Background: an optimization exercise with open tools, aiming at a short achievable clock period and few clock cycles. Do not read the settings as production practice.
In this exercise RTL edits were held to simulation tests only and were not proved equivalent to the original.
Power figures rest on the tool's default switching activity, not on a simulated workload.

## flow/config.mk

```make
export PLATFORM = sky130hd
export DESIGN_NAME = multicycle_mips_cpu
export DESIGN_NICKNAME = multicycle_mips_cpu
export VERILOG_FILES = /design/flow/design.v
export SDC_FILE = /design/flow/constraint.sdc
export NUM_CORES = 4
export LEC_CHECK = 0
export CAP_MARGIN = 20
export CORE_MARGIN = 2
export CORE_UTILIZATION = 45
export PLACE_DENSITY = 0.65
export SETUP_SLACK_MARGIN = 5
export SLEW_MARGIN = 20
export TNS_END_PERCENT = 20
```

## flow/constraint.sdc

```tcl
create_clock -name core_clock -period 8.0 [get_ports {Clk}]
set_input_delay 1.6000 -clock core_clock [delete_from_list [all_inputs] [get_ports {Clk}]]
set_output_delay 1.6000 -clock core_clock [all_outputs]
set_load 0.01 [all_outputs]
```

## flow/run.sh

```bash
#!/bin/bash
# synth_recipe.tcl (not shown) runs the flow's synth.tcl, then flattens the netlist and writes it again
# the make line also repeats each setting of config.mk as NAME=value (left out here)
make -C /OpenROAD-flow-scripts/flow DESIGN_CONFIG=/design/flow/config.mk WORK_HOME=/design/flow/orfs CLKGATE_MAP_FILE= SYNTH_SCRIPT=/design/flow/synth_recipe.tcl finish
```

## flow/design.v

```verilog
module multicycle_mips_cpu #(
    parameter logic [31:0] RESET_PC = 32'h0000_0000,
    parameter int          NREG_AW  = 5
) (
    input  logic        Clk,
    input  logic        Reset,
    output logic [31:0] MemAddr,
    output logic [31:0] MemWData,
    output logic        MemRd,
    output logic        MemWr,
    input  logic [31:0] MemRData,
    input  logic        MemReady,
    output logic [31:0] PC,
    output logic        Halt
);
    localparam int NREG = 1 << NREG_AW;
    localparam logic [5:0] OP_RTYPE = 6'h00;
    localparam logic [5:0] OP_J     = 6'h02;
    localparam logic [5:0] OP_BEQ   = 6'h04;
    localparam logic [5:0] OP_ADDI  = 6'h08;
    localparam logic [5:0] OP_LW    = 6'h23;
    localparam logic [5:0] OP_SW    = 6'h2B;
    localparam logic [5:0] FN_ADD = 6'h20;
    localparam logic [5:0] FN_SUB = 6'h22;
    localparam logic [5:0] FN_AND = 6'h24;
    localparam logic [5:0] FN_OR  = 6'h25;
    localparam logic [5:0] FN_SLT = 6'h2A;
    localparam logic [31:0] SYSCALL = 32'h0000_000C;
    logic        rd_q, wr_q;             
    logic [31:0] addr_q, wdata_q;        
    logic        fetch_q;                
    logic        mem_q;                  
    logic        ld_q;                   
    logic [NREG_AW-1:0] ld_dst_q;
    logic        halt_q;
    logic [31:0] pc_q;                   
    logic        d_valid_q;
    logic [31:0] d_ir_q, d_pc4_q, d_tgt_q;
    logic        d_pt_q;                 
    logic [5:0]  d_bix_q;                
    localparam int NBHT = 64;
    logic [1:0]  bht_q [NBHT];           
    logic        x_valid_q;
    logic        x_wr_q;                 
    logic        x_add_q, x_sub_q, x_and_q, x_or_q, x_slt_q;
    logic        x_lw_q, x_sw_q, x_beq_q, x_sys_q;
    logic [NREG_AW-1:0] x_dst_q;
    logic [31:0] x_b_q, x_tgt_q;          
    logic        x_pt_q;
    logic [5:0]  x_bix_q;
    logic [31:0] x_ga_q, x_ta_q, x_gs_q, x_ts_q;
    logic [NREG-1:0] w_we_q;            
    logic [31:0] w_res_q;
    logic [31:0] rf_q [NREG];
    assign MemAddr  = addr_q;
    assign MemWData = wdata_q;
    assign MemRd    = rd_q;
    assign MemWr    = wr_q;
    assign PC       = pc_q;
    assign Halt     = halt_q;
    logic stall;
    assign stall = (rd_q | wr_q) & ~MemReady;
    function automatic logic [31:0] carries(input logic [31:0] g, input logic [31:0] p,
                                            input logic cin);
        logic [31:0] gg, pp, gn, pn;
        gg    = g;
        pp    = p;
        gg[0] = g[0] | (p[0] & cin);
        for (int l = 1; l < 32; l = l * 2) begin
            for (int i = 0; i < 32; i++) begin
                if (i >= l) begin
                    gn[i] = gg[i] | (pp[i] & gg[i-l]);
                    pn[i] = pp[i] & pp[i-l];
                end else begin
                    gn[i] = gg[i];
                    pn[i] = pp[i];
                end
            end
            gg = gn;
            pp = pn;
        end
        carries = {gg[30:0], cin};
    endfunction
    function automatic logic [29:0] carries30(input logic [29:0] g, input logic [29:0] p);
        logic [31:0] c;
        c = carries({2'b00, g}, {2'b00, p}, 1'b1);
        carries30 = c[29:0];
    endfunction
    logic [31:0] c_add, c_sub, sum, diff, alu_res;
    logic        slt, x_go, x_taken, x_halt, x_mem;
    logic [31:0] p_add, p_sub;
    assign p_add = x_ta_q & ~x_ga_q;        
    assign p_sub = x_ts_q & ~x_gs_q;        
    assign c_add = carries(x_ga_q, x_ta_q, 1'b0);
    assign c_sub = carries(x_gs_q, x_ts_q, 1'b1);
    assign sum   = p_add ^ c_add;
    assign diff  = p_sub ^ c_sub;
    assign slt   = p_add[31] ? x_gs_q[31] : ~c_sub[31];
    assign alu_res = ({32{x_add_q}} & sum)
                   | ({32{x_sub_q}} & diff)
                   | ({32{x_and_q}} & x_ga_q)
                   | ({32{x_or_q}}  & x_ta_q)
                   | {31'd0, x_slt_q & slt};
    assign x_go    = x_valid_q & ~mem_q & ~stall;
    logic x_eq;
    assign x_eq    = x_ta_q == x_ga_q;
    assign x_taken = x_go & x_beq_q & (x_eq != x_pt_q);
    assign x_halt  = x_go & x_sys_q;
    assign x_mem   = x_go & (x_lw_q | x_sw_q);
    logic [5:0]  f_op;
    logic [31:0] f_imm, f_pc4, f_tgt;
    logic        f_go, f_j, f_bt, f_pt;
    assign f_op  = MemRData[31:26];
    assign f_imm = {{16{MemRData[15]}}, MemRData[15:0]};
    assign f_pc4 = pc_q + 32'd4;
    logic [29:0] t_g, t_p, t_c;
    assign t_g   = pc_q[31:2] & f_imm[29:0];
    assign t_p   = pc_q[31:2] ^ f_imm[29:0];
    assign t_c   = carries30(t_g, t_p);
    assign f_tgt = {t_p ^ t_c, 2'b00};
    assign f_j   = f_op == OP_J;
    assign f_bt  = (f_op == OP_BEQ) && (MemRData[25:21] == MemRData[20:16]) &&
                   (MemRData[15:0] != 16'd0);
    assign f_pt  = (f_op == OP_BEQ) && (MemRData[25:21] != MemRData[20:16]) &&
                   (MemRData[15:0] != 16'd0) && bht_q[pc_q[7:2]][1];
    logic [5:0]  d_op, d_fn;
    logic [NREG_AW-1:0] d_rs, d_rt, d_rd;
    logic [31:0] d_imm, d_a, d_b, d_op2;
    logic        d_go, d_lu, d_sys, d_halt, d_rtype_ok, adv;
    assign d_op  = d_ir_q[31:26];
    assign d_fn  = d_ir_q[5:0];
    assign d_rs  = NREG_AW'(d_ir_q[25:21]);
    assign d_rt  = NREG_AW'(d_ir_q[20:16]);
    assign d_rd  = NREG_AW'(d_ir_q[15:11]);
    assign d_imm = {{16{d_ir_q[15]}}, d_ir_q[15:0]};
    assign d_rtype_ok = (d_fn == FN_ADD) || (d_fn == FN_SUB) || (d_fn == FN_AND) ||
                        (d_fn == FN_OR) || (d_fn == FN_SLT);
    assign adv    = ~stall & ~mem_q;
    assign d_lu   = x_valid_q & x_lw_q & (x_dst_q != '0) & ((x_dst_q == d_rs) | (x_dst_q == d_rt));
    assign d_go   = d_valid_q & adv & ~x_taken & ~d_lu;
    assign d_sys  = d_ir_q == SYSCALL;
    assign d_halt = d_go & d_sys & ~x_mem;
    assign d_a   = (x_valid_q && x_wr_q && x_dst_q == d_rs) ? alu_res :
                   w_we_q[d_rs] ? w_res_q : rf_q[d_rs];
    assign d_b   = (x_valid_q && x_wr_q && x_dst_q == d_rt) ? alu_res :
                   w_we_q[d_rt] ? w_res_q : rf_q[d_rt];
    assign d_op2 = (d_op == OP_RTYPE || d_op == OP_BEQ) ? d_b : d_imm;
    assign f_go  = fetch_q & ~stall & ~x_taken & ~x_halt & ~d_halt &
                   ~(d_valid_q & d_lu);
    logic [31:0] pc_d;
    logic        halt_d, mem_d, fetch_d, d_valid_d, x_valid_d, x_sys_d;
    always_comb begin
        pc_d = pc_q;
        if (!stall) begin
            if (x_halt)                  pc_d = x_tgt_q;
            else if (x_taken)            pc_d = x_tgt_q;
            else if (d_halt)             pc_d = d_pc4_q;
            else if (f_go) begin
                if (f_j)                 pc_d = {f_pc4[31:28], MemRData[25:0], 2'b00};
                else if (f_bt || f_pt)   pc_d = f_tgt;
                else                     pc_d = f_pc4;
            end
        end
    end
    assign halt_d = halt_q | x_halt | d_halt;
    assign mem_d  = stall ? mem_q : x_mem;
    assign x_valid_d = adv ? (d_go & ~d_halt & ~x_halt) : x_valid_q;
    assign x_sys_d   = adv ? d_sys : x_sys_q;
    assign d_valid_d = !adv ? d_valid_q :
                       (x_taken | x_halt | d_halt) ? 1'b0 :
                       (d_valid_q & d_lu) ? 1'b1 :
                       (f_go & ~f_j & ~f_bt);
    assign fetch_d   = ~halt_d & ~mem_d & ~(x_valid_d & x_sys_d);
    always_ff @(posedge Clk or negedge Reset) begin
        if (!Reset) begin
            rd_q      <= 1'b0;
            wr_q      <= 1'b0;
            fetch_q   <= 1'b0;
            mem_q     <= 1'b0;
            ld_q      <= 1'b0;
            halt_q    <= 1'b0;
            pc_q      <= RESET_PC;
            addr_q    <= RESET_PC;
            d_valid_q <= 1'b0;
            x_valid_q <= 1'b0;
            x_sys_q   <= 1'b0;
            w_we_q    <= '0;
        end else begin
            pc_q      <= pc_d;
            halt_q    <= halt_d;
            mem_q     <= mem_d;
            fetch_q   <= fetch_d;
            d_valid_q <= d_valid_d;
            x_valid_q <= x_valid_d;
            x_sys_q   <= x_sys_d;
            if (!stall) begin
                rd_q   <= x_mem ? x_lw_q : fetch_d;
                wr_q   <= x_mem & x_sw_q;
                addr_q <= x_mem ? sum : pc_d;
                if (x_mem) ld_q <= x_lw_q && (x_dst_q != '0);
                for (int i = 1; i < NREG; i++)
                    w_we_q[i] <= mem_q ? (ld_q && ld_dst_q == NREG_AW'(i))
                                       : (x_go && x_wr_q && x_dst_q == NREG_AW'(i));
            end
        end
    end
    always_ff @(posedge Clk) begin
        if (!stall) begin
            w_res_q <= mem_q ? MemRData : alu_res;
            if (x_mem) begin
                wdata_q  <= x_b_q;
                ld_dst_q <= x_dst_q;
            end
            if (adv && !(d_valid_q && d_lu)) begin
                d_ir_q  <= MemRData;
                d_pc4_q <= f_pc4;
                d_tgt_q <= f_tgt;
                d_pt_q  <= f_pt;
                d_bix_q <= pc_q[7:2];
            end
            if (adv) begin
                x_b_q    <= d_b;
                x_ga_q   <= d_a & d_op2;
                x_ta_q   <= d_a | d_op2;
                x_gs_q   <= d_a & ~d_op2;
                x_ts_q   <= d_a | ~d_op2;
                x_wr_q   <= ((d_op == OP_RTYPE && d_rtype_ok && d_rd != '0) ||
                             (d_op == OP_ADDI && d_rt != '0));
                x_add_q  <= (d_op == OP_RTYPE) ? (d_fn == FN_ADD) : 1'b1;
                x_sub_q  <= (d_op == OP_RTYPE) && (d_fn == FN_SUB);
                x_and_q  <= (d_op == OP_RTYPE) && (d_fn == FN_AND);
                x_or_q   <= (d_op == OP_RTYPE) && (d_fn == FN_OR);
                x_slt_q  <= (d_op == OP_RTYPE) && (d_fn == FN_SLT);
                x_lw_q   <= d_op == OP_LW;
                x_sw_q   <= d_op == OP_SW;
                x_beq_q  <= (d_op == OP_BEQ) && (d_rs != d_rt) && (d_ir_q[15:0] != 16'd0);
                x_dst_q  <= (d_op == OP_RTYPE) ? d_rd : d_rt;
                x_tgt_q  <= (d_sys || d_pt_q) ? d_pc4_q : d_tgt_q;
                x_pt_q   <= d_pt_q;
                x_bix_q  <= d_bix_q;
            end
        end
    end
    always_ff @(posedge Clk or negedge Reset) begin
        if (!Reset) begin
            for (int i = 0; i < NBHT; i++) bht_q[i] <= 2'd1;
        end else if (x_go && x_beq_q) begin
            if (x_eq && bht_q[x_bix_q] != 2'd3) bht_q[x_bix_q] <= bht_q[x_bix_q] + 2'd1;
            if (!x_eq && bht_q[x_bix_q] != 2'd0) bht_q[x_bix_q] <= bht_q[x_bix_q] - 2'd1;
        end
    end
    always_ff @(posedge Clk or negedge Reset) begin
        if (!Reset) begin
            for (int i = 0; i < NREG; i++) rf_q[i] <= 32'd0;
        end else begin
            for (int i = 1; i < NREG; i++)
                if (w_we_q[i]) rf_q[i] <= w_res_q;
        end
    end
endmodule
```

==> impl_metrics.yaml <==
logic_synthesis:
  ys_warn_count: 3
  synth-seq-cells: 1607
  synth-edff-count: 383
  ys_async_sr_fraction: 0.762
  synthMuxAreaShare: 0.160
  synthSimpleGateAreaFrac: 0.0964
  synthFlopType: "dfrtp_1"
  synth_compound_area_frac: 0.174
  synth_nets: 7435
  syn_avg_cell_area_um2: 11.3
  synth_top_family_by_area: "compound AO/OA/AOI/OAI gates"
  ys_seq_area_frac: 0.511
  synth_area_um2: 82700
  ys_types: 101
  synth_fa_ha_area_frac: 0.0104
  syn_inst: 7332
  yosys.area_share.xor_xnor: 0.0138
worst_setup_path:
  end_kind: "register"
  r2r_cells: 10
  arrival_ns: 4.56
  start_kind: "register"
  crit_required_ns: 8.61
  crit_fanout: 13
  r2r_end: "x_ta_q[4]"
  path_class: "reg2reg"
  reg2reg_from: "w_we_q[8]"
  rrSetupSlack_ns: 4.05
placement:
  routabilityCongestion: 0.974
  dp_hpwl_um: 214000
  dp_worst_setup_slack_ns: 2.44
  io_buffers: 133
job:
  cap_violations: 0
clock_tree:
  cts_num_sinks: 1607
  htreeDepth: 4
  path_clk_slew_ns: 0.07
  insertion_delay_ns: 0.89
  clock-root-buffer: "clkbuf_16"
  cts_buffers: 168
  cts_hold_buf: 0
  clockBufferDepth: 3
  cts_tree: "yes"
final_layout:
  areaGrowthSynthToFinish_pct: 23.7
  fin_nets: 7817
  drive_gt1_frac: 0.354
drt:
  drt_wl_total_um: 392000
  drt_iter0_drc: 15200
  top_layer: "met5"
  drt-vias-per-instance: 7.34
  dr_wl_met2_um: 155000
  wl_met3_um: 64300
  vias: 75900
  route.detailed.drc: 0
  ant_nets: 0
  wl_per_cell_um: 37.9
  route.layer.met1.wl_um: 132000
  drtPass1Iterations: 11
sta:
  rsz0062_at_grt: "yes"
  final_max_slew_viol_count: 0
  worst_slack_ns: 4.05
  final-setup-viol-count: 0
  worst_clock_skew_ns: 0.0432
  max-slew-margin-rel: 0.145
  fmax_mhz: 253
  fin_crit_sh: 0.494
  period_minus_slack_ns: 3.95
  worst_pin_slew_ns: 1.28
  hold_viol: 0
  setup_tns_ns: 0
power:
  p_total_uw: 50900
  powerDensity_nw_per_um2: 498
  peakVddDrop_v: 0.000364
  p_leak_uw: 0.0393
global_route:
  grt_overflow: 0
  grt_pass1_vias: 71500
  grt_pass1_wl_um: 540000
  grt_start_max_net_pins: 182
  antenna_found_initial: 30
  grtUsageTotal: 0.406
outcome:
  status: "timing/DRC/antenna clean"
worst_hold_path:
  whs_endpoint: "wdata_q[17]"
  hold_class: "reg2reg"
  min-delay-start: "x_b_q[17]"
  holdPathStages: 0
floorplan:
  core_area_um2: 183000
  die-area_um2: 187000
  chipHeight_um: 433
  start_util: 0.452
  num_rows: 157
  io_pins: 134
  die_w_um: 433
## synthesized netlist by cell type (28+ instances only)
cell type,n,share of area
nand4_1,73,0.0055
o21ai_0,207,0.013
nand2_1,577,0.026
a22o_1,55,0.0058
a221oi_1,85,0.0090
a222oi_1,81,0.0098
inv_1,99,0.0045
and3_1,36,0.0027
buf_1,94,0.0043
nor3_1,108,0.0065
a21oi_1,181,0.011
nand3_1,198,0.012
nand2b_1,61,0.0046
buf_2,41,0.0025
xor2_1,45,0.0048
dfrtp_1,1160,0.35
a21o_1,49,0.0045
a31oi_1,51,0.0039
and2_1,52,0.0039
o21a_1,28,0.0025
mux2_2,1115,0.15
nor4_1,59,0.0045
xnor2_1,85,0.0090
nor2b_1,59,0.0045
edfxtp_1,383,0.14
clkbuf_1,473,0.021
o211ai_1,33,0.0030
ha_1,67,0.010
dfstp_2,64,0.020
nor2_1,348,0.016
a22oi_1,954,0.087
## where the power goes
part	switching, µW	internal (µW)
sequential	3910	12800
combinational	14900	10800
clock	3670	4880
## flip-flops by register name, indices dropped and copies added, names as in the netlist, 5 cells and up, named ones only
name / flops
addr_q: 32
bht_q: 65
d_bix_q: 6
d_ir_q: 32
d_pc4_q: 32
d_tgt_q: 30
ld_dst_q: 5
pc_q: 32
rf_q: 992
w_res_q: 32
w_we_q: 31
wdata_q: 32
x_b_q: 32
x_bix_q: 6
x_dst_q: 5
x_ga_q: 32
x_gs_q: 32
x_ta_q: 32
x_tgt_q: 32
x_ts_q: 32
## metal layers
| metal | global-route usage | vias up |
|---|---|---|
| li1 | - | 28700 |
| met1 | 0.488 | 37000 |
| met2 | 0.552 | 7603 |
| met3 | 0.195 | 2489 |
| met4 | 0.315 | 40 |
| met5 | 0.00338 | - |
## worst max-delay path by stage
stage                            from         end  slack (ns)  depth (start not counted)
after floorplan              MemReady  addr_q[19]        1.21                         14
after global placement    MemRData[1]  addr_q[27]        2.49                         13
after detailed placement     MemReady  addr_q[31]        2.44                         14
after CTS                    pc_q[21]      PC[21]        4.30                          1
after global routing       d_ir_q[16]   x_ta_q[4]        4.07                         12
final                       w_we_q[8]   x_ta_q[4]        4.05                         10
## worst max-delay path: stages, from the launching register on
cell and delay [ns]:
dfrtp_2 0.68, mux4_2 0.55, mux4_2 0.51, mux2i_4 0.19
buf_12 0.15, buf_12 0.13, nand4_1 0.51, o211ai_1 0.36
o21ai_2 0.10, mux2_4 0.29, or2_1 0.21
## final cells by class
| cell class | instances | area [µm²] |
|---|---|---|
| inverters | 103 | 418 |
| well taps | 2464 | 3080 |
| flip-flops and latches | 1607 | 42300 |
| repair inverters | 1 | 8.76 |
| clock buffers | 237 | 4750 |
| repair buffers | 828 | 8910 |
| clock inverters | 77 | 1180 |
| fillers | 14800 | 80600 |
| multi-input cells | 5005 | 41600 |
| diodes | 21 | 52.6 |
## cell families (layout without fill, tap and decap cells)
family                     Yosys count  count (layout)
AOI/OAI and AO/OA                 1960            1961
xor gates and xnor gates           130             130
adders and majority gates           68              68
buffers and inverters              726            1246
DFF                               1607            1607
muxes                             1160            1160
other                                0              21
and+or+nand+nor                   1681            1686
## repair_timing
item | 4_1_cts | 5_1_grt
buffers inserted | 371 | 66
gates cloned | 31 | 11
endpoints found under the setup margin | 916 | 758
pin swaps | 216 | 80
gates resized for setup | 775 | 265
## through the flow
stage,std cells,utilization,hold WS (ns),area [µm²]
after global placement,9514,0.476,0.404,87000
after detailed placement,9515,0.476,0.405,87000
final,10300,0.559,0.411,102000
after floorplan,7332,-,0.400,82800
after CTS,10200,0.548,0.419,100000
after global routing,10300,0.559,0.425,102000
## layout by cell type (no fill, tap or decap), types with 96 or more instances in the layout
cell,n
dfrtp_1,1116
mux2_2,1079
a22oi_1,944
nand2_1,543
buf_4,450
edfxtp_1,383
nor2_1,261
clkbuf_16,177
a21oi_1,158
nand3_1,157
o21ai_0,115
clkdlybuf4s50_1,112
nor3_1,96
Testbench counts, summed over its fixed seeds: cycles 42,061.

separate check: timing with driven ports:
Ports are ideal in the flow. The routed layout listed here was re-timed in OpenROAD.
Step 1 sets driving cells, clkbuf_16 on the clock port and buf_2 on the other inputs (assumed; they add their load-dependent delay and slew).
Step 2 moves the port delays by t, midway between the first and last clock arrival at a register: inputs arrive t later, outputs are due t later. That takes back most of the time a late clock gives input paths.
Slacks: ideal / step 1 / step 2; pairs: ideal / step 1.
shift t [ns]: 0.956
setup slack, ns: 4.047 / 4.047 / 3.470
worst setup path at the end: input to register
latest minus earliest clock arrival (ns): 0.045 / 0.045
After both steps this run still meets setup and hold. The setup slack of this run moves by 0.000 ns with the drivers and by -0.577 ns with both steps.
